Context: an optimization exercise on an open-source flow, tuned for small area, a short achievable clock period and few clock cycles per item. The choices shown serve that exercise and are no tape-out recipe.
Only simulation tests tie the RTL to the original design; equivalence was not proved.
Power figures rest on the tool's default switching activity, not on a simulated workload.

`flow/design.v`:
```
package subcoord_pkg;
    typedef logic [32-1:0] float_t;
    typedef enum logic [3:0] {
        idle,
        request,
        start_x,
        start_y,
        point,
        count_fp,
        next_x,
        next_y,
        finish,
        done
    } seq_state_t;
    typedef enum logic {
        fp_add,
        fp_sub
    } fp_op_t;
    typedef enum logic [2:0] {
        sel_center_x,
        sel_center_y,
        sel_count,
        sel_step_x,
        sel_step_y
    } operand_sel_t;
endpackage
`timescale 1ns/10ps
module subcoord_top
(
    input  logic                        clock,
    input  logic                        reset,
    input  logic                        param_ready,
    input  logic                        coord_interface_done,
    input  logic [32-1:0] num_of_subsets,
    input  logic [31:0]                 subset_centerpoint_x,
    input  logic [31:0]                 subset_centerpoint_y,
    input  logic [31:0]                 half_subset_size,
    input  logic [32-1:0] subset_size_int,
    output logic                        coord_write,
    output logic [16-1:0] coord_addr,
    output logic [31:0]                 coord_x,
    output logic [31:0]                 coord_y,
    output logic                        coord_new_subset,
    output logic [32-1:0] base_address,
    output logic [32-1:0] num_pxl_int,
    output logic [31:0]                 num_pxl_fp,
    output logic                        sub_done,
    output logic [32-1:0] subset_counter
);
    localparam logic [2:0] S_IDLE  = 3'd0,
                           S_REQ   = 3'd1,
                           S_ALIGN = 3'd3,
                           S_RUN   = 3'd4,
                           S_NORM  = 3'd6,
                           S_DONE  = 3'd7;
    logic [2:0]  state;
    logic [16:0] xs;       
    logic [4:0]  xv;
    logic        xe6;
    logic [16:0] ys;
    logic [4:0]  yv;
    logic        ye6;
    logic [16:0] zs;
    logic [4:0]  zv;
    logic        xsub, zsub_done;     
    logic        sel_z;               
    logic        xal, zal;            
    logic        xfin, zfin;          
    logic        xzr, zzr;            
    logic [7:0]  rr, cr;              
    logic        lr, lc;              
    logic        sel_x;               
    logic [3:0]  last_eq;             
    logic        is_last;             
    logic [31:0] cnt_inc;
    logic [15:0] base_q;
    logic [15:0] npi_q;
    logic [4:0]  npf_v;
    logic        npf_e6;
    logic [14:0] npf_m;
    logic [15:0] x_mm, y_mm, inc_mm;
    logic [4:0]  inc_v;
    logic [16:0] inc_t;
    logic [15:0] inc_m_o;
    logic [4:0]  inc_v_o;
    logic        inc_e6_o;
    always_comb
    begin
        for (int i = 0; i < 16; i++)
        begin
            x_mm[i] = xs[i] | (5'(i) < ~xv);
            y_mm[i] = ys[i] | (5'(i) < ~yv);
        end
        inc_mm   = sel_x ? x_mm : y_mm;
        inc_v    = sel_x ? xv : yv;
        inc_t    = {1'b0, inc_mm} + 17'd1;
        inc_m_o  = inc_t[15:0];
        inc_v_o  = (inc_v == 5'd0) ? 5'd15 : inc_v + {4'd0, inc_t[16]};
        inc_e6_o = (inc_v == 5'd0);
    end
    logic [4:0]  in_hv, in_xv, in_yv;
    logic        hs, last_px;
    logic        x_do, z_do, q_shift;
    logic        x_norm, z_norm;
    logic [4:0]  yv_n;
    logic [16:0] x_diff, z_diff;
    logic [7:0]  side_m1;
    logic        side_one;
    assign in_hv  = (half_subset_size[30] | half_subset_size[29])
                    ? {half_subset_size[30], half_subset_size[26:23]} : 5'd31;
    assign in_xv  = {subset_centerpoint_x[30], subset_centerpoint_x[26:23]};
    assign in_yv  = {subset_centerpoint_y[30], subset_centerpoint_y[26:23]};
    assign x_do    = !sel_z && !xsub && xal;
    assign z_do    = sel_z && !zsub_done && zal;
    assign q_shift = !(xsub && zsub_done) && !(sel_z ? zal : xal);
    assign x_norm  = xsub && !xs[16] && !xfin;
    assign z_norm  = zsub_done && !zs[16] && !zfin;
    assign hs      = (state == S_REQ) && coord_interface_done;
    assign last_px = lr && lc;
    assign yv_n    = q_shift ? yv + 5'd1 : yv;
    assign x_diff = (sel_z ? zs : xs) - ys;
    assign z_diff = x_diff;
    assign cnt_inc  = subset_counter + 1'b1;
    assign side_m1  = subset_size_int[7:0] - 8'd1;
    assign side_one = (subset_size_int[7:0] == 8'd1);
    always_ff @(posedge clock)
    begin
        if (reset)
        begin
            state            <= S_IDLE;
            coord_new_subset <= 1'b0;
            coord_write      <= 1'b0;
            sub_done         <= 1'b0;
            coord_addr       <= '0;
            subset_counter   <= '0;
            npi_q            <= '0;
            npf_v            <= '0;
            npf_e6           <= 1'b0;
            npf_m            <= '0;
        end
        else
        begin
            case (state)
                S_IDLE:
                    if (param_ready)
                    begin
                        coord_new_subset <= 1'b1;
                        state            <= S_REQ;
                    end
                S_REQ:
                    if (coord_interface_done)
                    begin
                        coord_new_subset <= 1'b0;
                        state            <= S_ALIGN;
                    end
                S_ALIGN:
                    if (xfin && zfin)
                    begin
                        coord_write <= 1'b1;
                        state       <= S_RUN;
                    end
                S_RUN:
                begin
                    coord_addr <= coord_addr + 1'b1;
                    if (last_px)
                    begin
                        coord_write <= 1'b0;
                        state       <= S_NORM;
                    end
                end
                S_NORM:
                    if (zsub_done && zs[16])
                    begin
                        npi_q          <= x_diff[15:0];
                        npf_v          <= zv;
                        npf_e6         <= ~zv[4];
                        npf_m          <= zs[15:1];
                        subset_counter <= cnt_inc;
                        if (is_last)
                        begin
                            sub_done <= 1'b1;
                            state    <= S_DONE;
                        end
                        else
                            state <= S_IDLE;
                    end
                default: ;
            endcase
        end
    end
    always_ff @(posedge clock)
        for (int k = 0; k < 4; k++)
            last_eq[k] <= (cnt_inc[8*k +: 8] == num_of_subsets[8*k +: 8]);
    assign is_last = &last_eq;
    always_ff @(posedge clock)
    begin
        if (state == S_ALIGN && xfin && zfin)
            sel_x <= side_one;
        else if (state == S_RUN)
            sel_x <= !last_px && (lr ? side_one : (rr == 8'd1));
        else
            sel_x <= 1'b0;
    end
    always_ff @(posedge clock)
    begin
        xal <= hs ? (in_hv >= in_xv) : (yv_n >= xv);
        zal <= hs ? (in_hv >= in_yv) : (yv_n >= zv);
        if (hs || (state == S_RUN && last_px))
        begin
            sel_z     <= hs && (in_yv < in_xv);
            xsub      <= 1'b0;
            zsub_done <= 1'b0;
            xfin      <= 1'b0;
            zfin      <= 1'b0;
        end
        else
        begin
            if (x_do)
                xsub <= 1'b1;
            if (z_do || state == S_NORM)
                zsub_done <= 1'b1;
            if (state == S_ALIGN && (x_do || z_do))
                sel_z <= !sel_z;
            xfin <= x_do ? x_diff[16] : xsub && (xs[16] || xzr);
            zfin <= z_do ? z_diff[16] : zsub_done && (zs[16] || zzr);
        end
        xzr <= (xs == 17'd0);
        zzr <= (zs == 17'd0);
    end
    always_ff @(posedge clock)
    begin
        case (state)
            S_REQ:
            if (coord_interface_done)
            begin
                base_q <= coord_addr;
                xs     <= {1'b1, subset_centerpoint_x[22:7]};
                xv     <= in_xv;
                zs     <= {1'b1, subset_centerpoint_y[22:7]};
                zv     <= in_yv;
                ys     <= {half_subset_size[30] | half_subset_size[29], half_subset_size[22:7]};
                yv     <= in_hv;
            end
            S_ALIGN:
            begin
                if (xfin && zfin)
                begin
                    xv  <= xzr ? 5'd0 : xv;
                    xe6 <= !xzr && !xv[4];
                    zv  <= zzr ? 5'd0 : zv;
                    ys  <= zs;
                    yv  <= zzr ? 5'd0 : zv;
                    ye6 <= !zzr && !zv[4];
                    rr  <= side_m1;
                    cr  <= side_m1;
                    lr  <= side_one;
                    lc  <= side_one;
                end
                else
                begin
                    if (x_do)
                        xs <= x_diff;
                    else if (x_norm)
                    begin
                        xs <= {xs[15:0], 1'b0};
                        xv <= xv - 5'd1;
                    end
                    if (z_do)
                        zs <= z_diff;
                    else if (z_norm)
                    begin
                        zs <= {zs[15:0], 1'b0};
                        zv <= zv - 5'd1;
                    end
                    if (q_shift)
                    begin
                        ys <= {1'b0, ys[16:1]};
                        yv <= yv_n;
                    end
                end
            end
            S_RUN:
            begin
                if (last_px)
                begin
                    xs <= {1'b0, coord_addr + 1'b1};
                    ys <= {1'b0, base_q};
                end
                else if (sel_x)
                begin
                    xs[15:0] <= inc_m_o;
                    xv       <= inc_v_o;
                    xe6      <= inc_e6_o;
                    ys       <= zs;
                    yv       <= zv;
                    ye6      <= !zv[4] && zv[0];
                    rr       <= side_m1;
                    lr       <= side_one;
                    cr       <= cr - 8'd1;
                    lc       <= (cr == 8'd1);
                end
                else
                begin
                    ys[15:0] <= inc_m_o;
                    yv       <= inc_v_o;
                    ye6      <= inc_e6_o;
                    rr       <= rr - 8'd1;
                    lr       <= (rr == 8'd1);
                end
            end
            S_NORM:
                if (!zsub_done)
                begin
                    zs <= {x_diff[15:0], 1'b0};
                    zv <= 5'd30;
                end
                else if (!zs[16])
                begin
                    zs <= {zs[15:0], 1'b0};
                    zv <= zv - 5'd1;
                end
            default: ;
        endcase
    end
    assign coord_x        = {1'b0, xv[4], {3{xe6}}, xv[3:0], xs[15:0], 7'd0};
    assign coord_y        = {1'b0, yv[4], {3{ye6}}, yv[3:0], ys[15:0], 7'd0};
    assign base_address   = {16'd0, base_q};
    assign num_pxl_int    = {16'd0, npi_q};
    assign num_pxl_fp     = {1'b0, npf_v[4], {3{npf_e6}}, npf_v[3:0], npf_m, 8'd0};
endmodule
```
`flow/flow/run.sh`:
```
#!/bin/bash
# The standard flow (standard.sh, standard synthesis) with these changes:
#  - port buffers are sky130_fd_sc_hd__buf_1;
#  - repair_timing may change footprints, does not clone gates, and aims
#    for extra setup slack (SETUP_SLACK_MARGIN below);
#  - CTS clusters up to 24 sinks per leaf buffer and adds no dummy loads.
# The make output goes to flow_make.log, each ORFS step logs to orfs/logs/.
set -euo pipefail
MARGIN=8.2
sed -e "s#\"\${@:-finish}\"#MATCH_CELL_FOOTPRINT=0 SETUP_SLACK_MARGIN=$MARGIN TNS_END_PERCENT=100 SKIP_GATE_CLONING=1 \"\${@:-finish}\"#" \
    standard.sh > flow_standard.sh
grep -q "SKIP_GATE_CLONING=1" flow_standard.sh
export BUFFER_PORTS_ARGS="-buffer_cell sky130_fd_sc_hd__buf_1"
export CTS_ARGS="-sink_clustering_enable -repair_clock_nets -dont_use_dummy_load -sink_clustering_size 24 -sink_clustering_max_diameter 120"
bash flow_standard.sh > flow_make.log 2>&1
```
`flow/standard.sh`:
```
#!/bin/bash
# synth_recipe.tcl (not shown) runs the flow's synth.tcl, then flattens the netlist and writes it again
# the make line also repeats each setting of config.mk as NAME=value (left out here)
make -C /OpenROAD-flow-scripts/flow DESIGN_CONFIG=/design/flow/config.mk WORK_HOME=/design/flow/orfs CLKGATE_MAP_FILE= SYNTH_SCRIPT=/design/flow/synth_recipe.tcl "${@:-finish}"
```
`flow/config.mk`:
```
export PLATFORM = sky130hd
export DESIGN_NAME = subcoord_top
export DESIGN_NICKNAME = subcoord_top
export VERILOG_FILES = /design/flow/design.v
export SDC_FILE = /design/flow/constraint.sdc
export NUM_CORES = 4
export LEC_CHECK = 0
export CAP_MARGIN = 20
export CORE_MARGIN = 2
export CORE_UTILIZATION = 40
export SLEW_MARGIN = 20
```
`flow/constraint.sdc`:
```
create_clock -name core_clock -period 12.0 [get_ports {clock}]
set_input_delay 2.4000 -clock core_clock [delete_from_list [all_inputs] [get_ports {clock}]]
set_output_delay 2.4000 -clock core_clock [all_outputs]
set_load 0.01 [all_outputs]
```
==> results of run 1 <==
[metrics by stage]
| stage | instances | utilization [%] | total power, W |
|---|---|---|---|
| final | 2297 | 44.6 | 0.00176 |
| after detailed placement | 2260 | 43.0 | 0.00131 |
| after CTS | 2288 | 44.3 | 0.00175 |
| after floorplan | 1709 | - | 0.00118 |
| after global placement | 2260 | 43.0 | 0.00131 |
| after global routing | 2296 | 44.6 | 0.00183 |
[metal layers]
metal,up-vias,global-route usage (%),part of all wire [%]
met1,6179,35.6,43
met5,-,0,0.091
met4,6,6.42,2.7
met3,72,6.17,11
li1,6126,-,-
met2,693,39.3,43
[area by class of cell]
type | count | area share [%]
Multi-Input combinational cell | 1275 | 51.2
Sequential cell | 207 | 33.6
Timing Repair Buffer | 299 | 8.42
Tap cell | 455 | 3.69
Clock buffer | 12 | 1.95
Inverter | 48 | 1.17
Antenna cell | 1 | 0.0162
[repair_timing]
action | 4_1_cts | 5_1_grt
pin swaps | 0 | 2
endpoints found under the hold margin | 0 | 0
setup buffers | 16 | 7
setup endpoints to repair | 30 | 30
cloned | 0 | 0
resized for setup | 5 | 5
[tightest hold or removal path: stages, from the launching register on]
cell     delay, ps
dfxtp_1        320
nand2_1         50
a21oi_1         60
[worst max-delay path by stage]
| stage | to | slack [ps] | cells after the start |
|---|---|---|---|
| after floorplan | zs[14] | 8270 | 15 |
| after global placement | zal | 7630 | 10 |
| after detailed placement | zal | 7640 | 10 |
| after CTS | yv[4] | 8230 | 15 |
| after global routing | yv[4] | 8150 | 15 |
| final | coord_y[23] | 8220 | 2 |
[cells in the mapped netlist (all sizes together) (8+ instances only)]
| cell type | count | area [um2] |
|---|---|---|
| mux2i | 15 | 150 |
| edfxtp | 103 | 3090 |
| xnor2 | 87 | 762 |
| a222oi | 13 | 130 |
| o21a | 13 | 97.6 |
| nor3 | 34 | 186 |
| o221ai | 14 | 123 |
| o211ai | 8 | 60.1 |
| xor2 | 64 | 561 |
| a211oi | 13 | 97.6 |
| a221o | 10 | 100 |
| buf | 109 | 800 |
| nor4 | 21 | 131 |
| mux2 | 22 | 248 |
| ha | 54 | 676 |
| and3 | 16 | 111 |
| a21o | 13 | 97.6 |
| a221oi | 12 | 105 |
| nor2 | 182 | 683 |
| nand2b | 19 | 119 |
| nor2b | 14 | 87.6 |
| o22ai | 17 | 106 |
| nand3 | 34 | 188 |
| a21oi | 136 | 681 |
| and2 | 8 | 51.3 |
| nand4 | 16 | 100 |
| nand2 | 188 | 708 |
| or3 | 15 | 95.1 |
| a22oi | 19 | 143 |
| o21ai | 98 | 490 |
| inv | 48 | 180 |
| a31oi | 9 | 62.6 |
| o31ai | 8 | 60.1 |
| dfxtp | 104 | 2080 |
| clkbuf | 70 | 273 |
[cell families after synthesis]
logic type / share of synthesized area (%)
muxes: 2.83
and+or+nand+nor: 18.9
AOI/OAI and AO/OA: 18.1
DFF: 36.9
other: 0.0267
xor gates and xnor gates: 9.42
adders and majority gates: 4.96
buffers and inverters: 8.92
[state kept, by name (all words and copies together) (netlist names), 8 cells and up]
name            cells
xs                 17
npi_q              16
coord_addr         16
cr                  8
rr                  8
ys                 17
subset_counter     32
base_q             16
zs                 17
npf_m              15
[power by group through the flow]
stage / Clock (W) / Combinational, W / Sequential [W]
final: 0.000430 / 0.000472 / 0.000853
after global routing: 0.000456 / 0.000518 / 0.000858
after CTS: 0.000438 / 0.000457 / 0.000851
after detailed placement: 0 / 0.000441 / 0.000872
after global placement: 0 / 0.000435 / 0.000872
after floorplan: 0 / 0.000347 / 0.000830
==> flow_summary_export.csv, run 1 <==
group,metric,value,unit
pwr,combPwrFrac,26.9,%
timing,fin_skew,22.4,ps
synthesis,synth.distinct_cells,70,
clock_tree,cts_buffer_depth,3,
timing,fin_crit_sh,31.5,%
timing,layout_min_cycle_time,3780,ps
finish,fin_nets,2062,
clock_tree,cts-root-buf,"clkbuf_16",
pwr,p_sw,0.000617,W
pwr,pwr-share-seq,48.6,%
die,die_x,191,um
die,die-area,36600,um2
clock_tree,clock_latency,490,ps
drt,firstDrtPassIters,6,
synthesis,postSynthCellCount,1653,
die,rows,68,
synthesis,ys_warn_count,1,
run,max_cap_violations,0,
synthesis,yosysSeqAreaShare,36.9,%
critical_path,r2r_slack,8330,ps
hold_path,hold_depth,2,
global_route,antenna_found_initial,4,
synthesis,synth_area,14000,um2
critical_path,worstPathMaxFanout,7,
drt,wirelength,48400,um
placement,finalWeightedCongestion,0.928,
timing,rsz0062_at_grt,"true",
placement,numPortBuffers,261,
drt,wl_per_cell,21.1,um
pwr,swShare,35.1,%
timing,relSlewSlack,28.9,%
clock_tree,cts.clk_slew.worst_paths,100,ps
clock_tree,cts.sinks,207,
clock_tree,ctsHoldBuffers,0,
critical_path,startpoint_type,"flip-flop",
drt,viasPerCell,5.69,
critical_path,cp-startpoint,"yv[0]",
placement,dp_hpwl,36900,um
clock_tree,cts_tree,"yes",
synthesis,async_flop_share,0,%
hold_path,hold_class,"flip-flop to flip-flop",
critical_path,arrival,1380,ps
timing,fmax,0.264,GHz
global_route,grt_pass1_vias,12000,
global_route,grt_pass1_wl,71700,um
clock_tree,cts_inserted_buffers,12,
timing,worst_pin_slew,1070,ps
timing,whs,464,ps
timing,fin_ws,8220,ps
global_route,grt-ovfl-total,0,
critical_path,rr_worst_depth,14,
finish,fin_area,15400,um2
die,core_area,34500,um2
placement,postPlaceCellArea,14900,um2
pwr,intPower,0.00114,W
timing,hold_violations,0,
finish,syn2layout_area_growth,9.79,%
status,status,"timing/DRC/antenna clean",
die,io_pins,375,
synthesis,ys.flop_type,"dfxtp_1",
timing,setup_tns,0,ps
timing,setup_violations,0,
critical_path,r2r_start,"sel_x",
critical_path,crit_type,"flip-flop to primary output",
critical_path,crit_chain,"buf_4, buf_1",
critical_path,cp-end-kind,"primary output",
hold_path,holdPathEnd,"npf_v[4]",
synthesis,synth-edff-count,103,
pwr,clkPwrFrac,24.5,%
pwr,power.leakage,5.48,nW
global_route,grt_max_degree,92,
drt,ant_nets,0,
finish,final_common_cell,"buf_1",
drt,vias,13100,
critical_path,reg2reg_to,"yv[4]",
placement,pre_cts_ws,7640,ps
die,die_h,191,um
clock_tree,htree_levels,1,
critical_path,cpMaxStageDelayCell,"edfxtp_1",
pwr,ir_worst_vdd,67.8,uV
finish,multi_input_area,7890,um2
hold_path,hp-start,"npf_v[4]",
finish,final_cell_mix,"260 x buf_1, 187 x nand2_1, 179 x nor2_1, 136 x a21oi_1, 104 x dfxtp_1",
pwr,power_density,114,nW/um2
critical_path,crit_family,"flip-flops",
die,start_util,40.6,%
timing,drv_slew,0,
critical_path,cp_data_required_time,9600,ps
finish,layout-drive-gt1-share,5.70,%
synthesis,synth_area_per_cell,8.49,um2
drt,drt_iter0_markers,1327,
finish,fill_cells,3567,
finish,seq_area,5170,um2
global_route,grt_usage,25.5,%
drt,drc,0,
critical_path,worst-path-buf-inv,2,
critical_path,critical-path-max-stage-delay,550,ps
synthesis,ys_ff_latch,207,
Testbench counts, summed over its fixed seeds: cycles 50,630, points 48,960.
==> inputs of run 2 (changes only) <==
--- a/flow/flow/run.sh
+++ b/flow/flow/run.sh
@@ -6,7 +6,7 @@
 #  - CTS clusters up to 24 sinks per leaf buffer and adds no dummy loads.
 # The make output goes to flow_make.log, each ORFS step logs to orfs/logs/.
 set -euo pipefail
-MARGIN=8.2
+MARGIN=8.3
 sed -e "s#\"\${@:-finish}\"#MATCH_CELL_FOOTPRINT=0 SETUP_SLACK_MARGIN=$MARGIN TNS_END_PERCENT=100 SKIP_GATE_CLONING=1 \"\${@:-finish}\"#" \
     standard.sh > flow_standard.sh
 grep -q "SKIP_GATE_CLONING=1" flow_standard.sh
==> run 2 against run 1 <==
  * Worst hold slack lost 3.8 ps
  * Combinational power grew 5.7%
  * Synthesized area is the same
  * Register-to-register slack gained 20 ps
  * Total power grew 0.82%
  * Sequential share of layout area shrank 0.55 points
  * Critical path depth is the same
  * First-iteration DRC count shrank 6.5%
  * Via count grew 0.91%
  * Synthesized cell count is the same
==> flow_summary_export.csv, run 2 <==
group,metric,value,unit
status,status,"timing/DRC/antenna clean",
synthesis,yosys-top-cells-count,"187 x nand2_1, 182 x nor2_1, 136 x a21oi_1",
synthesis,async_flop_share,0,%
drt,vias,13200,
hold_path,holdPathEnd,"npf_m[4]",
drt,ant_nets,0,
clock_tree,cts_buffer_depth,3,
finish,final_common_cell,"buf_1",
critical_path,reg2reg_to,"yv[4]",
drt,wl_per_cell,21.0,um
pwr,ir_worst_vdd,74.3,uV
pwr,power_density,113,nW/um2
hold_path,hold_class,"flip-flop to flip-flop",
critical_path,r2r_start,"yv[1]",
timing,rsz0062_at_grt,"true",
timing,layout_min_cycle_time,3740,ps
global_route,grt_pass1_vias,12100,
critical_path,crit_family,"flip-flops",
clock_tree,cts-root-buf,"clkbuf_16",
synthesis,synth_area_per_cell,8.49,um2
timing,relSlewSlack,31.4,%
timing,setup_violations,0,
global_route,top_usage_layer,"met2",
global_route,grt_usage,25.5,%
die,die_h,191,um
placement,finalWeightedCongestion,0.920,
finish,fin_nets,2084,
timing,fmax,0.268,GHz
placement,numPortBuffers,261,
global_route,grtUsageMet2,39.3,%
synthesis,yosysSeqAreaShare,36.9,%
critical_path,crit_type,"flip-flop to primary output",
placement,dp_hpwl,36600,um
die,core_area,34500,um2
critical_path,critPathMostFrequentCell,"buf_6",
timing,setup_tns,0,ps
critical_path,cp-startpoint,"yv[1]",
finish,largest_register_ffs,32,
die,die-area,36600,um2
synthesis,ys_ff_latch,207,
critical_path,cp.depth,2,
critical_path,worstPathMaxFanout,6,
critical_path,critical-path-max-stage-delay,550,ps
drt,viasPerCell,5.69,
critical_path,cp_data_required_time,9600,ps
global_route,grt_util_met1,35.8,%
synthesis,ys.flop_type,"dfxtp_1",
finish,final_cell_mix,"258 x buf_1, 187 x nand2_1, 176 x nor2_1, 136 x a21oi_1",
critical_path,arrival,1340,ps
die,io_pins,375,
run,max_cap_violations,0,
timing,fin_crit_sh,31.1,%
clock_tree,ctsHoldBuffers,0,
pwr,power.leakage,5.63,nW
drt,drt_iter0_markers,1241,
die,start_util,40.6,%
timing,worst_pin_slew,1030,ps
clock_tree,cts.sinks,207,
clock_tree,htree_levels,1,
global_route,grt_pass1_wl,72000,um
global_route,grt-ovfl-total,0,
synthesis,synth_most_common_cell,"nand2_1",
clock_tree,cts_inserted_buffers,12,
synthesis,synth_top_area_share,22.0,%
synthesis,synth_area,14000,um2
finish,syn2layout_area_growth,11.6,%
die,rows,68,
critical_path,rr_worst_depth,14,
critical_path,crit_chain,"buf_6, buf_6",
hold_path,hp-start,"npf_m[4]",
critical_path,startpoint_type,"flip-flop",
synthesis,synth.distinct_cells,70,
finish,fin_area,15700,um2
synthesis,postSynthCellCount,1653,
finish,layout-drive-gt1-share,7.46,%
drt,wirelength,48600,um
timing,drv_slew,0,
global_route,antenna_found_initial,5,
finish,fill_cells,3506,
synthesis,synth-edff-count,103,
critical_path,worst-path-buf-inv,2,
critical_path,cp-end-kind,"primary output",
finish,regMostFlops,"subset_counter",
global_route,grt_use_met3,6.22,%
drt,firstDrtPassIters,6,
drt,drc,0,
synthesis,synth_area_leaders,"edfxtp_1 22%, dfxtp_1 15%, xnor2_1 5.4%, buf_4 5.4%, nand2_1 5.0%",
timing,fin_skew,38.1,ps
clock_tree,clock_latency,490,ps
synthesis,yosys.area.top_type,"edfxtp_1",
hold_path,hold_depth,2,
synthesis,ys_warn_count,1,
timing,hold_violations,0,
placement,postPlaceCellArea,14900,um2
critical_path,cpMaxStageDelayCell,"edfxtp_1",
die,die_x,191,um
critical_path,r2r_slack,8350,ps
clock_tree,cts.clk_slew.worst_paths,100,ps
global_route,grt_max_degree,92,
clock_tree,cts_tree,"yes",
finish,final_util,45.4,%
run 2: changes by cell type in the layout (fill, tap and decap cells not counted), moves of 2 or more:
cell	previous run	this run
nor2_1	179	176
buf_6	0	9
xnor2_2	0	3
nor2_2	2	5
buf_1	260	258
xnor2_1	87	84
buf_4	35	50
run 2: timing repair:
action / 4_1_cts / 5_1_grt
gates cloned: 0 / 0
setup buffers: 35 / 11
pin swaps: 1 / 4
endpoints found under the hold margin: 0 / 0
gates resized for setup: 11 / 17
endpoints found under the setup margin: 47 / 39
run 2: kinds of logic after synthesis:
| family | synth area share, % |
|---|---|
| compound gates | 18.1 |
| xor+xnor | 9.42 |
| fa+ha+maj | 4.96 |
| buf+inv | 8.92 |
| flops | 36.9 |
| mux | 2.83 |
| other cells | 0.0267 |
| simple gates | 18.9 |
run 2: through the flow:
| stage | power [W] | hold slack (ps) | std cells | setup slack (ps) |
|---|---|---|---|---|
| 3_5_place_dp | 0.00131 | 450 | 2259 | 7750 |
| 4_1_cts | 0.00175 | 466 | 2306 | 8240 |
| 2_1_floorplan | 0.00118 | 462 | 1709 | 8330 |
| 3_3_place_gp | 0.00131 | 444 | 2259 | 7780 |
| 5_1_grt | 0.00185 | 486 | 2318 | 8150 |
| 6_report | 0.00177 | 461 | 2320 | 8260 |
run 2: worst max path at each step:
stage / slack, ps / endpoint
2_1_floorplan: 8330 / xal
3_3_place_gp: 7780 / xal
3_5_place_dp: 7750 / xal
4_1_cts: 8240 / yv[4]
5_1_grt: 8150 / yv[4]
6_report: 8260 / coord_y[24]
run 2: power breakdown:
| group | switching [W] | internal, W | leakage, nW |
|---|---|---|---|
| Combinational | 0.000314 | 0.000184 | 3.70 |
| Sequential | 0.0000617 | 0.000788 | 1.78 |
| Clock | 0.000241 | 0.000181 | 0.148 |
run 2: layer usage:
metal / vias up / wire length, um
met5: - / 48
met4: 6 / 1120
met3: 90 / 5500
met2: 687 / 21300
met1: 6244 / 20700
li1: 6168 / -
run 2: final cells by class:
cell class	count	area [um2]	share of cell area, %
multi-input combinational	1275	7930	50.6
sequential	207	5180	33.0
timing repair buffer	321	1510	9.64
tap	455	569	3.63
clock buffer	12	300	1.92
inverter	48	180	1.15
antenna	2	5.00	0.0319
run 2: tightest hold or removal path: cells and delay by family (launching register included):
family | cells | cell delay (ps)
and+or+nand+nor | 1 | 50
DFF | 1 | 320
AOI/OAI and AO/OA | 1 | 50
==> inputs of run 3 (changes only) <==
--- a/flow/flow/run.sh
+++ b/flow/flow/run.sh
@@ -6,7 +6,7 @@
 #  - CTS clusters up to 24 sinks per leaf buffer and adds no dummy loads.
 # The make output goes to flow_make.log, each ORFS step logs to orfs/logs/.
 set -euo pipefail
-MARGIN=8.3
+MARGIN=8.2
 sed -e "s#\"\${@:-finish}\"#MATCH_CELL_FOOTPRINT=0 SETUP_SLACK_MARGIN=$MARGIN TNS_END_PERCENT=100 SKIP_GATE_CLONING=1 \"\${@:-finish}\"#" \
     standard.sh > flow_standard.sh
 grep -q "SKIP_GATE_CLONING=1" flow_standard.sh
--- a/flow/config.mk
+++ b/flow/config.mk
@@ -7,5 +7,5 @@
 export LEC_CHECK = 0
 export CAP_MARGIN = 20
 export CORE_MARGIN = 2
-export CORE_UTILIZATION = 40
+export CORE_UTILIZATION = 55
 export SLEW_MARGIN = 20
==> run 3 against run 2 <==
  * Still clean on timing, DRC and antenna
  * Critical path depth increased by 11
  * Utilization increased by 16 points
  * Setup slack got worse by 50 ps
  * Final cell count decreased by 6.1%
  * Synthesized cell count unchanged
  * Combinational power decreased by 1%
  * Die area decreased by 27%
  * Total power decreased by 0.48%
  * Wire length decreased by 2.2%
  * Sequential power about the same
  * Clock skew decreased by 3.9 ps
  * Largest power group unchanged
  * Highest routed layer is now met4
==> flow_summary_export.csv, run 3 <==
group,metric,value,unit
finish,syn2layout_area_growth,9.53,%
die,core_area,25100,um2
synthesis,yosysSeqAreaShare,36.9,%
drt,viasPerCell,6.12,
global_route,grt-ovfl-total,0,
synthesis,synth_top_area_share,22.0,%
critical_path,r2r_slack,8210,ps
drt,firstDrtPassIters,6,
drt,wl_per_cell,21.8,um
die,die-area,26800,um2
finish,regMostFlops,"subset_counter",
drt,drt_iter0_markers,1721,
run,max_cap_violations,0,
clock_tree,cts_buffer_depth,3,
global_route,antenna_found_initial,0,
clock_tree,clock_latency,500,ps
hold_path,hold_class,"flip-flop to flip-flop",
synthesis,yosys.area.top_type,"edfxtp_1",
timing,layout_min_cycle_time,3790,ps
critical_path,cp-startpoint,"yv[0]",
clock_tree,cts.clk_slew.worst_paths,110,ps
synthesis,synth_area,14000,um2
synthesis,ys_warn_count,1,
die,die_x,164,um
pwr,power.leakage,5.53,nW
finish,fin_nets,2069,
drt,vias,13300,
timing,fin_skew,34.2,ps
drt,wirelength,47500,um
synthesis,synth_most_common_cell,"nand2_1",
clock_tree,cts_tree,"yes",
critical_path,startpoint_type,"flip-flop",
timing,drv_slew,0,
finish,final_cell_mix,"260 x buf_1, 187 x nand2_1, 178 x nor2_1, 136 x a21oi_1, 104 x dfxtp_1",
critical_path,cp-end-kind,"flip-flop",
timing,setup_tns,0,ps
synthesis,synth.distinct_cells,70,
synthesis,postSynthCellCount,1653,
critical_path,arrival,4050,ps
clock_tree,htree_levels,1,
clock_tree,cts-root-buf,"clkbuf_16",
synthesis,yosys-top-cells-count,"187 x nand2_1, 182 x nor2_1, 136 x a21oi_1",
die,start_util,55.9,%
finish,layout-drive-gt1-share,6.71,%
finish,seq_area,5170,um2
pwr,ir_worst_vdd,77.2,uV
finish,multi_input_area,7940,um2
finish,fin_cells,2178,
global_route,grt_max_degree,92,
critical_path,worstPathMaxFanout,7,
finish,fill_cells,2330,
die,rows,58,
timing,relSlewSlack,25.8,%
status,status,"timing/DRC/antenna clean",
timing,worst_pin_slew,1110,ps
synthesis,ys.flop_type,"dfxtp_1",
timing,hold_violations,0,
pwr,power_density,115,nW/um2
timing,fin_crit_sh,31.6,%
finish,n_antenna_cell,0,
critical_path,crit_type,"flip-flop to flip-flop",
critical_path,cp_data_required_time,12260,ps
synthesis,synth-edff-count,103,
drt,drc,0,
die,die_h,164,um
die,io_pins,375,
placement,dp_cells,2135,
clock_tree,cts_inserted_buffers,12,
finish,final_common_cell,"buf_1",
timing,setup_violations,0,
finish,largest_register_ffs,32,
clock_tree,ctsHoldBuffers,0,
global_route,grt_pass1_wl,70200,um
placement,finalWeightedCongestion,0.980,
synthesis,async_flop_share,0,%
synthesis,synth_area_per_cell,8.49,um2
synthesis,ys_ff_latch,207,
global_route,grt_pass1_vias,12000,
critical_path,reg2reg_to,"yv[4]",
global_route,grt_usage,34.1,%
placement,dp_hpwl,35600,um
critical_path,rr_worst_depth,13,
critical_path,critPathCapture,"yv[4]",
timing,rsz0062_at_grt,"true",
drt,ant_nets,0,
clock_tree,cts.sinks,207,
placement,numPortBuffers,261,
timing,fmax,0.264,GHz
critical_path,r2r_start,"yv[0]",
synthesis,synth_area_leaders,"edfxtp_1 22%, dfxtp_1 15%, xnor2_1 5.4%, buf_4 5.4%, nand2_1 5.0%",
==> run 3: cell count changes in the layout (fill, tap and decap cells not counted), moves of 2 or more <==
cell     before  now
buf_6         9    1
buf_4        50   40
nor2_1      176  178
inv_2         2    4
nor3_1       31   28
diode_2       2    0
buf_1       258  260
nor3_2        1    4
inv_1        46   43
==> run 3: stage by stage <==
step                worst slack, ps  util (%)  area [um2]  hold WS [ps]  power (W)
floorplan                      8270         -       14300           462    0.00118
global placement               7620      58.6       14700           445    0.00131
detailed placement             7590      58.6       14700           449    0.00132
CTS                            8030      60.3       15100           462    0.00173
global route                   8050      61.2       15400           477    0.00183
finish                         8210      61.2       15400           460    0.00176
==> run 3: kinds of logic (layout without fill, tap and decap cells) <==
kind of cell / after synthesis / in the layout / synth area share, %
compound gates: 404 / 404 / 18.1
xor+xnor: 151 / 151 / 9.42
fa+ha+maj: 55 / 55 / 4.96
buf+inv: 227 / 366 / 8.92
flops: 207 / 207 / 36.9
mux: 37 / 37 / 2.83
other cells: 1 / 57 / 0.0267
simple gates: 571 / 571 / 18.9
==> run 3: what timing repair did <==
item | CTS | global route
gates resized for setup | 4 | 17
pin swaps | 1 | 6
setup buffers | 12 | 19
setup endpoints to repair | 49 | 38
==> run 3: per-layer routing <==
layer  vias up  GRT usage [%]  part of all wire, %
met2       795           54.2                   44
li1       6139              -                    -
met4         0           10.9                  3.6
met3       122           6.29                   10
met5         -              0                    0
met1      6278           47.1                   42
==> run 3: worst max-delay path, cell delays in order (launching register included) <==
cell	delay (ps)
edfxtp_1	570
nor2_2	260
o21ai_0	170
a31oi_4	260
nand3_1	190
or4b_4	630
nor4_4	270
ha_2	260
ha_1	190
nand3_1	130
xnor2_2	260
o21ai_0	100
a22oi_1	190
nand2_1	90
==> run 3: worst min-delay path by stage <==
stage / startpoint / end / slack (ps) / cells after the start
2_1_floorplan: zs[0] / zzr / 460 / 1
3_3_place_gp: npf_m[5] / npf_m[5] / 440 / 2
3_5_place_dp: npf_m[6] / npf_m[6] / 450 / 2
4_1_cts: npf_m[6] / npf_m[6] / 460 / 2
5_1_grt: npf_m[12] / npf_m[12] / 480 / 2
6_report: npf_m[6] / npf_m[6] / 460 / 2
==> run 3: area by class of cell <==
class	count	area share, %
clock buffer	12	1.95
multi-input combinational	1275	51.6
sequential	207	33.7
inverter	48	1.20
tap	330	2.69
timing repair buffer	306	8.89
==> run 3: report_power, final <==
part | total [W] | leakage [nW] | internal, W | switching (W)
clock network | 0.000419 | 0.148 | 0.000181 | 0.000238
registers | 0.000850 | 1.78 | 0.000788 | 0.0000629
logic | 0.000492 | 3.60 | 0.000175 | 0.000317
==> inputs of run 4 (changes only) <==
--- a/flow/config.mk
+++ b/flow/config.mk
@@ -7,5 +7,5 @@
 export LEC_CHECK = 0
 export CAP_MARGIN = 20
 export CORE_MARGIN = 2
-export CORE_UTILIZATION = 55
+export CORE_UTILIZATION = 65
 export SLEW_MARGIN = 20
==> run 4 against run 3 <==
  * Still clean on timing, DRC and antenna
  * Clock power decreased by 1%
  * Count of clock-buffer cells in the layout unchanged
  * Non-clock buffer count is 3 lower
  * Total power hardly changed
==> flow_summary_export.csv, run 4 <==
group,metric,value,unit
status,status,"timing/DRC/antenna clean",
global_route,grt_use_met3,8.10,%
synthesis,yosys-top-cells-count,"187 x nand2_1, 182 x nor2_1, 136 x a21oi_1",
synthesis,synth_top_area_share,22.0,%
pwr,power_density,115,nW/um2
finish,fill_cells,1747,
placement,finalWeightedCongestion,0.995,
timing,setup_tns,0,ps
finish,fin_cells,2120,
synthesis,ys_warn_count,1,
clock_tree,cts.clk_slew.worst_paths,110,ps
synthesis,synth_area_per_cell,8.49,um2
placement,dp_cells,2080,
critical_path,worstPathMaxFanout,16,
placement,numPortBuffers,261,
die,die-area,22800,um2
synthesis,yosys.area.top_type,"edfxtp_1",
synthesis,synth_area_leaders,"edfxtp_1 22%, dfxtp_1 15%, xnor2_1 5.4%, buf_4 5.4%, nand2_1 5.0%",
finish,final_util,72.3,%
critical_path,crit_chain,"buf_12, nand3b_1, or4_1, o21a_1, ha_1, nand3_1, or4b_4, nor4_4, ha_1, ha_1, nand3_1, xnor2_2, o21ai_0, a22oi_1, nand2_1",
die,io_pins,375,
run,max_cap_violations,0,
finish,n_antenna_cell,0,
clock_tree,cts-root-buf,"clkbuf_16",
global_route,grt_util_met1,53.0,%
timing,fin_skew,50.0,ps
die,die_x,151,um
critical_path,startpoint_type,"flip-flop",
finish,final_common_cell,"buf_1",
synthesis,postSynthCellCount,1653,
timing,whs,457,ps
critical_path,cp_data_required_time,12220,ps
critical_path,cp-end-kind,"flip-flop",
timing,setup_violations,0,
finish,syn2layout_area_growth,8.64,%
synthesis,synth_area,14000,um2
clock_tree,cts_inserted_buffers,12,
timing,hold_violations,0,
placement,dp_hpwl,34300,um
clock_tree,cts_buffer_depth,3,
critical_path,arrival,3960,ps
timing,fin_crit_sh,31.1,%
global_route,grt_pass1_wl,68800,um
finish,fin_nets,2066,
global_route,antenna_found_initial,0,
drt,drt_iter0_markers,1648,
clock_tree,cts.sinks,207,
drt,wl_per_cell,21.8,um
die,die_h,151,um
drt,vias,13600,
global_route,grt_usage,39.3,%
timing,rsz0062_at_grt,"true",
synthesis,synth-edff-count,103,
global_route,grt_pass1_vias,12200,
clock_tree,clock_latency,500,ps
global_route,top_usage_layer,"met2",
pwr,ir_worst_vdd,79.6,uV
die,core_area,21100,um2
placement,postPlaceCellArea,14600,um2
critical_path,cpMaxStageDelayCell,"or4b_4",
global_route,grt_max_degree,92,
finish,layout-drive-gt1-share,6.12,%
synthesis,synth_most_common_cell,"nand2_1",
synthesis,async_flop_share,0,%
timing,relSlewSlack,23.8,%
timing,drv_slew,0,
hold_path,hold_class,"flip-flop to flip-flop",
die,start_util,66.6,%
timing,worst_pin_slew,1140,ps
synthesis,synth.distinct_cells,70,
global_route,grt-ovfl-total,0,
finish,largest_register_ffs,32,
drt,drc,0,
timing,layout_min_cycle_time,3740,ps
synthesis,ys_ff_latch,207,
clock_tree,htree_levels,1,
finish,fin_area,15200,um2
drt,viasPerCell,6.43,
global_route,grtUsageMet2,61.6,%
clock_tree,cts_tree,"yes",
critical_path,crit_type,"flip-flop to flip-flop",
drt,firstDrtPassIters,8,
synthesis,yosysSeqAreaShare,36.9,%
finish,regMostFlops,"subset_counter",
pwr,power.leakage,5.51,nW
critical_path,critical-path-max-stage-delay,570,ps
timing,fmax,0.268,GHz
drt,ant_nets,0,
critical_path,critPathMostFrequentCell,"ha_1",
die,rows,53,
synthesis,ys.flop_type,"dfxtp_1",
finish,final_cell_mix,"260 x buf_1, 187 x nand2_1, 178 x nor2_1, 136 x a21oi_1, 104 x dfxtp_1",
clock_tree,ctsHoldBuffers,0,
drt,wirelength,46200,um
run 4: cell counts after synthesis:
No cell type changed its count.
run 4: worst max-delay path: cells and delay by family (launching register included):
family	cells	cell delay, ps
adders and majority gates	3	670
buffers and inverters	1	180
xor gates and xnor gates	1	280
AOI/OAI and AO/OA	3	440
DFF	1	360
and+or+nand+nor	7	1540
run 4: per-stage QoR:
step / setup slack [ps] / power [W]
after floorplan: 8270 / 0.00118
after global placement: 7700 / 0.00130
after detailed placement: 7740 / 0.00131
after CTS: 8210 / 0.00173
after global routing: 8120 / 0.00182
final: 8260 / 0.00176
run 4: path summary, 6_finish.rpt:
path | startpoint | endpoint | slack [ps] | depth (start not counted)
worst max-delay path | sel_x | yv[4] | 8260 | 15
worst min-delay path | npf_m[10] | npf_m[10] | 460 | 2
worst max register to register | sel_x | yv[4] | 8260 | 15
worst min register to register | npf_m[10] | npf_m[10] | 460 | 2
run 4: routing by layer:
| metal | share of wire, % | up-vias |
|---|---|---|
| li1 | - | 6131 |
| met1 | 37 | 6230 |
| met2 | 44 | 1076 |
| met3 | 13 | 186 |
| met4 | 5.5 | 0 |
| met5 | 0 | - |
run 4: logic make-up (layout without fill, tap and decap cells):
family,Yosys count,in the layout,synth area share (%)
other cells,1,57,0.0267
buf+inv,227,363,8.92
simple gates,571,571,18.9
flops,207,207,36.9
fa+ha+maj,55,55,4.96
mux,37,37,2.83
xor+xnor,151,151,9.42
compound gates,404,404,18.1
run 4: power by group:
part,internal [W],leakage (nW),switching (W)
logic,0.000173,3.58,0.000321
clock network,0.000181,0.148,0.000234
registers,0.000788,1.78,0.0000639
total,0.00114,5.51,0.000620
run 4: final cells by class:
class / count / area [um2] / share of cell area (%)
sequential: 207 / 5170 / 33.9
inverter: 48 / 180 / 1.18
multi-input combinational: 1275 / 7920 / 51.9
timing repair buffer: 303 / 1330 / 8.74
clock buffer: 12 / 300 / 1.97
tap: 275 / 344 / 2.26
run 4: repair_timing:
item                                   in CTS  in global routing
endpoints found under the hold margin       0                  0
setup endpoints to repair                  33                 49
setup buffers                              22                  6
gates resized for setup                     7                  7
pin swaps                                   0                  3
==> inputs of run 5 (changes only) <==
--- a/flow/flow/run.sh
+++ b/flow/flow/run.sh
@@ -6,7 +6,7 @@
 #  - CTS clusters up to 24 sinks per leaf buffer and adds no dummy loads.
 # The make output goes to flow_make.log, each ORFS step logs to orfs/logs/.
 set -euo pipefail
-MARGIN=8.2
+MARGIN=8.25
 sed -e "s#\"\${@:-finish}\"#MATCH_CELL_FOOTPRINT=0 SETUP_SLACK_MARGIN=$MARGIN TNS_END_PERCENT=100 SKIP_GATE_CLONING=1 \"\${@:-finish}\"#" \
     standard.sh > flow_standard.sh
 grep -q "SKIP_GATE_CLONING=1" flow_standard.sh
--- a/flow/config.mk
+++ b/flow/config.mk
@@ -7,5 +7,5 @@
 export LEC_CHECK = 0
 export CAP_MARGIN = 20
 export CORE_MARGIN = 2
-export CORE_UTILIZATION = 65
+export CORE_UTILIZATION = 40
 export SLEW_MARGIN = 20
==> run 5 against run 4 <==
  * Synthesized cell count unchanged
  * Still clean on timing, DRC and antenna
  * Non-clock buffer count is the same
  * Sequential cell count unchanged
  * Largest cell class unchanged
  * Worst hold slack improved by 7.2 ps
==> flow_summary_export.csv, run 5 <==
group,metric,value,unit
drt,viasPerCell,5.68,
synthesis,postSynthCellCount,1653,
critical_path,r2r_slack,8330,ps
critical_path,cp_data_required_time,9600,ps
hold_path,hold_class,"flip-flop to flip-flop",
drt,wl_met3,5450,um
critical_path,startpoint_type,"flip-flop",
synthesis,yosys-top-cells-count,"187 x nand2_1, 182 x nor2_1, 136 x a21oi_1",
pwr,power_density,114,nW/um2
timing,layout_min_cycle_time,3810,ps
global_route,grt_max_degree,92,
timing,hold_violations,0,
status,status,"timing/DRC/antenna clean",
synthesis,synth_top_area_share,22.0,%
clock_tree,cts-root-buf,"clkbuf_16",
critical_path,reg2reg_to,"yv[4]",
synthesis,async_flop_share,0,%
die,io_pins,375,
clock_tree,cts_tree,"yes",
finish,fill_cells,3573,
drt,ant_nets,0,
clock_tree,cts_inserted_buffers,12,
clock_tree,clock_latency,490,ps
global_route,grt-ovfl-total,0,
critical_path,r2r_start,"sel_x",
clock_tree,htree_levels,1,
drt,drc,0,
synthesis,synth_area_per_cell,8.49,um2
drt,highest_layer,"met5",
finish,regMostFlops,"subset_counter",
critical_path,arrival,1410,ps
placement,dp_hpwl,36900,um
hold_path,hold_depth,2,
die,rows,68,
global_route,grt_usage,25.5,%
drt,drt_iter0_markers,1227,
timing,fin_skew,22.3,ps
synthesis,ys.flop_type,"dfxtp_1",
synthesis,ys_warn_count,1,
clock_tree,cts.clk_slew.worst_paths,100,ps
global_route,grt_pass1_wl,71900,um
timing,rsz0062_at_grt,"true",
die,die-area,36600,um2
synthesis,yosys.area.top_type,"edfxtp_1",
global_route,grt_pass1_vias,12100,
hold_path,hp-start,"npf_v[4]",
synthesis,yosysSeqAreaShare,36.9,%
synthesis,synth_area,14000,um2
die,core_area,34500,um2
hold_path,holdPathEnd,"npf_v[4]",
finish,final_util,44.7,%
drt,met2WireLength,21000,um
finish,final_common_cell,"buf_1",
timing,relSlewSlack,24.5,%
clock_tree,cts_buffer_depth,3,
synthesis,synth_area_leaders,"edfxtp_1 22%, dfxtp_1 15%, xnor2_1 5.4%, buf_4 5.4%, nand2_1 5.0%",
critical_path,crit_type,"flip-flop to primary output",
finish,largest_register_ffs,32,
global_route,antenna_found_initial,4,
run,max_cap_violations,0,
placement,numPortBuffers,261,
timing,setup_tns,0,ps
timing,worst_pin_slew,1130,ps
timing,whs,465,ps
drt,wl_per_cell,21.1,um
critical_path,worstPathMaxFanout,7,
pwr,power.leakage,5.50,nW
finish,layout-drive-gt1-share,6.12,%
critical_path,rr_worst_depth,14,
drt,vias,13100,
clock_tree,cts.sinks,207,
die,die_x,191,um
die,start_util,40.6,%
timing,drv_slew,0,
drt,wirelength,48500,um
drt,firstDrtPassIters,6,
timing,fin_crit_sh,31.8,%
timing,fmax,0.262,GHz
finish,final_cell_mix,"259 x buf_1, 187 x nand2_1, 178 x nor2_1, 136 x a21oi_1, 104 x dfxtp_1",
synthesis,synth-edff-count,103,
finish,fin_nets,2066,
synthesis,synth_most_common_cell,"nand2_1",
finish,syn2layout_area_growth,10.1,%
die,die_h,191,um
placement,finalWeightedCongestion,0.928,
timing,setup_violations,0,
critical_path,cp-end-kind,"primary output",
synthesis,synth.distinct_cells,70,
drt,drt-met1-wl,20700,um
pwr,ir_worst_vdd,66.5,uV
synthesis,ys_ff_latch,207,
-- run 5: critical path: stages, from the launching register on --
cell	delay (ps)
edfxtp_1	600
buf_4	180
buf_1	150
-- run 5: power breakdown --
part           total (W)  internal, W  switching (W)
combinational   0.000479     0.000172       0.000307
clock           0.000428     0.000181       0.000247
sequential      0.000852     0.000788      0.0000647
total            0.00176      0.00114       0.000619
-- run 5: per-layer routing --
metal	vias up	GRT usage, %
met2	712	39.5
met1	6141	35.7
met5	-	0
met4	6	6.42
met3	84	6.19
li1	6131	-
-- run 5: cells by family after synthesis --
group,Yosys count,share of synthesized area (%)
fa+ha+maj,55,4.96
flops,207,36.9
simple gates,571,18.9
compound gates,404,18.1
buf+inv,227,8.92
xor+xnor,151,9.42
other cells,1,0.0267
mux,37,2.83
-- run 5: timing repair --
action / in CTS / in global routing
pin swaps: 0 / 3
setup endpoints to repair: 36 / 50
hold buffers: 0 / 0
cloned: 0 / 0
gates resized for setup: 6 / 8
buffers inserted: 19 / 8
-- run 5: metrics by stage --
| stage | worst slack (ps) | cells | area (um2) | power [W] |
|---|---|---|---|---|
| 6_report | 8190 | 2301 | 15500 | 0.00176 |
| 2_1_floorplan | 8270 | 1709 | 14300 | 0.00118 |
| 5_1_grt | 8160 | 2300 | 15500 | 0.00183 |
| 3_3_place_gp | 7630 | 2260 | 14900 | 0.00131 |
| 3_5_place_dp | 7640 | 2260 | 14900 | 0.00131 |
| 4_1_cts | 8250 | 2291 | 15300 | 0.00175 |
-- run 5: how the worst max path moves through the flow --
stage               cells after the start           to                  from
detailed placement                     10          zal  half_subset_size[29]
floorplan                              15       zs[14]                 sel_z
CTS                                    15        yv[4]                 sel_x
global route                           15        yv[4]                 sel_x
global placement                       10          zal  half_subset_size[29]
finish                                  2  coord_y[24]                 yv[1]
-- run 5: cell type report --
class                           count  area (um2)  area share (%)
Tap cell                          455         569            3.68
Antenna cell                        1        2.50          0.0162
Multi-Input combinational cell   1275        7900            51.1
Inverter                           48         180            1.17
Timing Repair Buffer              303        1330            8.61
Sequential cell                   207        5170            33.5
Clock buffer                       12         300            1.94
==> inputs of run 6 (changes only) <==
==> flow/flow/run.sh (replaced) <==
#!/bin/bash
# The standard flow (standard.sh, standard synthesis) with these changes:
#  - port buffers are sky130_fd_sc_hd__buf_1;
#  - repair_timing may change footprints, does not clone gates, and aims
#    for extra setup slack (SETUP_SLACK_MARGIN below);
#  - CTS clusters up to 16 sinks per leaf buffer and adds no dummy loads.
# The make output goes to flow_make.log, each ORFS step logs to orfs/logs/.
set -euo pipefail
MARGIN=8.2
sed -e "s#\"\${@:-finish}\"#MATCH_CELL_FOOTPRINT=0 SETUP_SLACK_MARGIN=$MARGIN TNS_END_PERCENT=100 SKIP_GATE_CLONING=1 \"\${@:-finish}\"#" \
    standard.sh > flow_standard.sh
grep -q "SKIP_GATE_CLONING=1" flow_standard.sh
export BUFFER_PORTS_ARGS="-buffer_cell sky130_fd_sc_hd__buf_1"
export CTS_ARGS="-sink_clustering_enable -repair_clock_nets -dont_use_dummy_load -sink_clustering_size 16 -sink_clustering_max_diameter 100"
bash flow_standard.sh > flow_make.log 2>&1
==> run 6 against run 5 <==
  * Still clean on timing, DRC and antenna
  * Sequential share of layout area fell by 0.21 points
  * Sequential cell count did not move
  * Combinational power fell by 1%
  * Worst hold slack got worse by 4.9 ps
  * Die area did not move
  * First-iteration DRC count rose by 10%
  * Setup slack got worse by 7.2 ps
==> flow_summary_export.csv, run 6 <==
group,metric,value,unit
timing,relSlewSlack,28.0,%
drt,viasPerCell,5.71,
die,io_pins,375,
timing,fin_skew,24.6,ps
synthesis,async_flop_share,0,%
clock_tree,cts_buffer_depth,3,
synthesis,synth_most_common_cell,"nand2_1",
critical_path,worstPathMaxFanout,6,
drt,wl_per_cell,21.1,um
timing,fmax,0.262,GHz
critical_path,crit_type,"flip-flop to primary output",
hold_path,hold_class,"flip-flop to flip-flop",
synthesis,yosysSeqAreaShare,36.9,%
finish,final_common_cell,"buf_1",
die,die_h,191,um
synthesis,ys_warn_count,1,
pwr,power.leakage,5.55,nW
die,die-area,36600,um2
global_route,antenna_found_initial,4,
synthesis,synth.distinct_cells,70,
global_route,grt-ovfl-total,0,
critical_path,cp_data_required_time,9600,ps
pwr,power_density,119,nW/um2
synthesis,synth_area_per_cell,8.49,um2
die,core_area,34500,um2
clock_tree,htree_levels,1,
timing,hold_violations,0,
timing,layout_min_cycle_time,3820,ps
global_route,grt_pass1_vias,12100,
clock_tree,cts_tree,"yes",
synthesis,postSynthCellCount,1653,
critical_path,cp-end-kind,"primary output",
synthesis,synth-edff-count,103,
drt,vias,13200,
clock_tree,cts.sinks,207,
clock_tree,cts.clk_slew.worst_paths,70,ps
die,die_x,191,um
finish,largest_register_ffs,32,
finish,regMostFlops,"subset_counter",
global_route,grt_pass1_wl,72000,um
clock_tree,clock_latency,500,ps
synthesis,ys_ff_latch,207,
critical_path,startpoint_type,"flip-flop",
timing,setup_violations,0,
drt,firstDrtPassIters,9,
placement,numPortBuffers,261,
finish,fin_nets,2068,
finish,syn2layout_area_growth,10.8,%
drt,wirelength,48600,um
pwr,ir_worst_vdd,75.9,uV
placement,dp_hpwl,36900,um
timing,drv_slew,0,
global_route,top_usage_layer,"met2",
timing,rsz0062_at_grt,"true",
finish,final_cell_mix,"260 x buf_1, 187 x nand2_1, 179 x nor2_1, 136 x a21oi_1, 104 x dfxtp_1",
finish,layout-drive-gt1-share,6.06,%
drt,drc,0,
clock_tree,cts_inserted_buffers,17,
synthesis,synth_area_leaders,"edfxtp_1 22%, dfxtp_1 15%, xnor2_1 5.4%, buf_4 5.4%, nand2_1 5.0%",
synthesis,yosys.area.top_type,"edfxtp_1",
placement,dp_cells,2260,
placement,finalWeightedCongestion,0.928,
synthesis,ys.flop_type,"dfxtp_1",
drt,ant_nets,0,
global_route,grt_use_met3,6.24,%
timing,worst_pin_slew,1080,ps
synthesis,synth_area,14000,um2
die,rows,68,
global_route,grt_max_degree,92,
critical_path,arrival,1420,ps
finish,fin_cells,2303,
run,max_cap_violations,0,
synthesis,yosys-top-cells-count,"187 x nand2_1, 182 x nor2_1, 136 x a21oi_1",
die,start_util,40.6,%
global_route,grt_util_met1,35.8,%
timing,setup_tns,0,ps
timing,fin_crit_sh,31.8,%
drt,drt_iter0_markers,1350,
status,status,"timing/DRC/antenna clean",
global_route,grt_usage,25.6,%
clock_tree,cts-root-buf,"clkbuf_16",
global_route,grtUsageMet2,39.2,%
synthesis,synth_top_area_share,22.0,%
==> run 6: cell counts after synthesis <==
Identical to the previous run, type by type.
==> run 6: logic make-up after synthesis <==
| family | count (synthesis) | synth area share (%) |
|---|---|---|
| compound gates | 404 | 18.1 |
| xor+xnor | 151 | 9.42 |
| fa+ha+maj | 55 | 4.96 |
| buf+inv | 227 | 8.92 |
| flops | 207 | 36.9 |
| mux | 37 | 2.83 |
| other cells | 1 | 0.0267 |
| simple gates | 571 | 18.9 |
==> run 6: worst paths after layout <==
kind	startpoint	end	slack, ps	cells after the start
max reg2reg	sel_x	yv[4]	8360	14
min	npf_v[4]	npf_v[4]	460	2
min reg2reg	npf_v[4]	npf_v[4]	460	2
max	yv[1]	coord_y[24]	8180	2
==> run 6: area by class of cell <==
cell class              count  area [um2]
repair buffers            300        1310
well taps                 455         569
diodes                      1        2.50
fillers                  3551       19000
flip-flops and latches    207        5170
multi-input cells        1275        7890
inverters                  48         180
clock buffers              17         425
==> run 6: critical path: stages, from the launching register on <==
cell      delay, ps
edfxtp_1        580
buf_4           190
buf_1           150
==> run 6: power by group <==
part	internal (W)	total, W	switching (W)
clock	0.000252	0.000515	0.000263
combinational	0.000170	0.000473	0.000303
sequential	0.000788	0.000855	0.0000672
total	0.00121	0.00184	0.000633
==> run 6: per-layer routing <==
| layer | routed length [um] | share of wire, % |
|---|---|---|
| met4 | 1290 | 2.7 |
| met2 | 20800 | 43 |
| met3 | 5760 | 12 |
| met5 | 44 | 0.091 |
| met1 | 20600 | 42 |
==> run 6: per-stage QoR <==
| stage | util [%] | instance area, um2 | setup WS, ps | total power [W] | hold WS [ps] |
|---|---|---|---|---|---|
| after floorplan | - | 14300 | 8270 | 0.00118 | 462 |
| after global placement | 43.0 | 14900 | 7630 | 0.00131 | 443 |
| after detailed placement | 43.0 | 14900 | 7640 | 0.00131 | 448 |
| after CTS | 44.7 | 15400 | 8240 | 0.00183 | 461 |
| after global routing | 45.0 | 15500 | 8150 | 0.00193 | 482 |
| final | 45.0 | 15600 | 8180 | 0.00184 | 460 |
==> run 6: what timing repair did <==
action,CTS,global route
hold buffers,0,0
endpoints found under the setup margin,31,16
setup buffers,17,7
gates resized for setup,5,6
pin swaps,0,2

-- port drivers added, routing unchanged --
The results above use ideal ports. As a check the final layouts listed here were re-extracted and re-timed, cells and wires unchanged.
Step 1, drivers: a clkbuf_16 drives clock and a buf_2 each remaining input, both assumed.
Step 2, shift: input delay + t, output delay - t, t = (earliest + latest rising clock arrival at the registers) / 2. This alone moves slack from input paths to output paths.
Slacks: ideal ports / drivers / drivers and shift; pairs: ideal ports / drivers.
| run | t, ns | slack for setup (ns) | worst setup path after step 2 | clock arrival spread, ns | pins driven straight from the clock port |
|---|---|---|---|---|---|
| run 1 | 0.528 | 8.215 / 8.166 / 7.834 | input to register | 0.024 / 0.023 | 1 |
| run 2 | 0.518 | 8.263 / 8.215 / 7.852 | input to register | 0.039 / 0.039 | 1 |
| run 3 | 0.528 | 8.214 / 8.214 / 7.831 | input to register | 0.034 / 0.034 | 1 |
| run 4 | 0.526 | 8.263 / 8.263 / 7.830 | input to register | 0.053 / 0.053 | 1 |
| run 5 | 0.529 | 8.186 / 8.137 / 7.833 | input to register | 0.024 / 0.024 | 1 |
| run 6 | 0.544 | 8.179 / 8.126 / 7.824 | input to register | 0.025 / 0.025 | 1 |
After both steps every run listed still meets setup and hold. The setup slack of run 4, which loses most, moves by 0.000 ns with the drivers and by -0.433 ns with both steps.
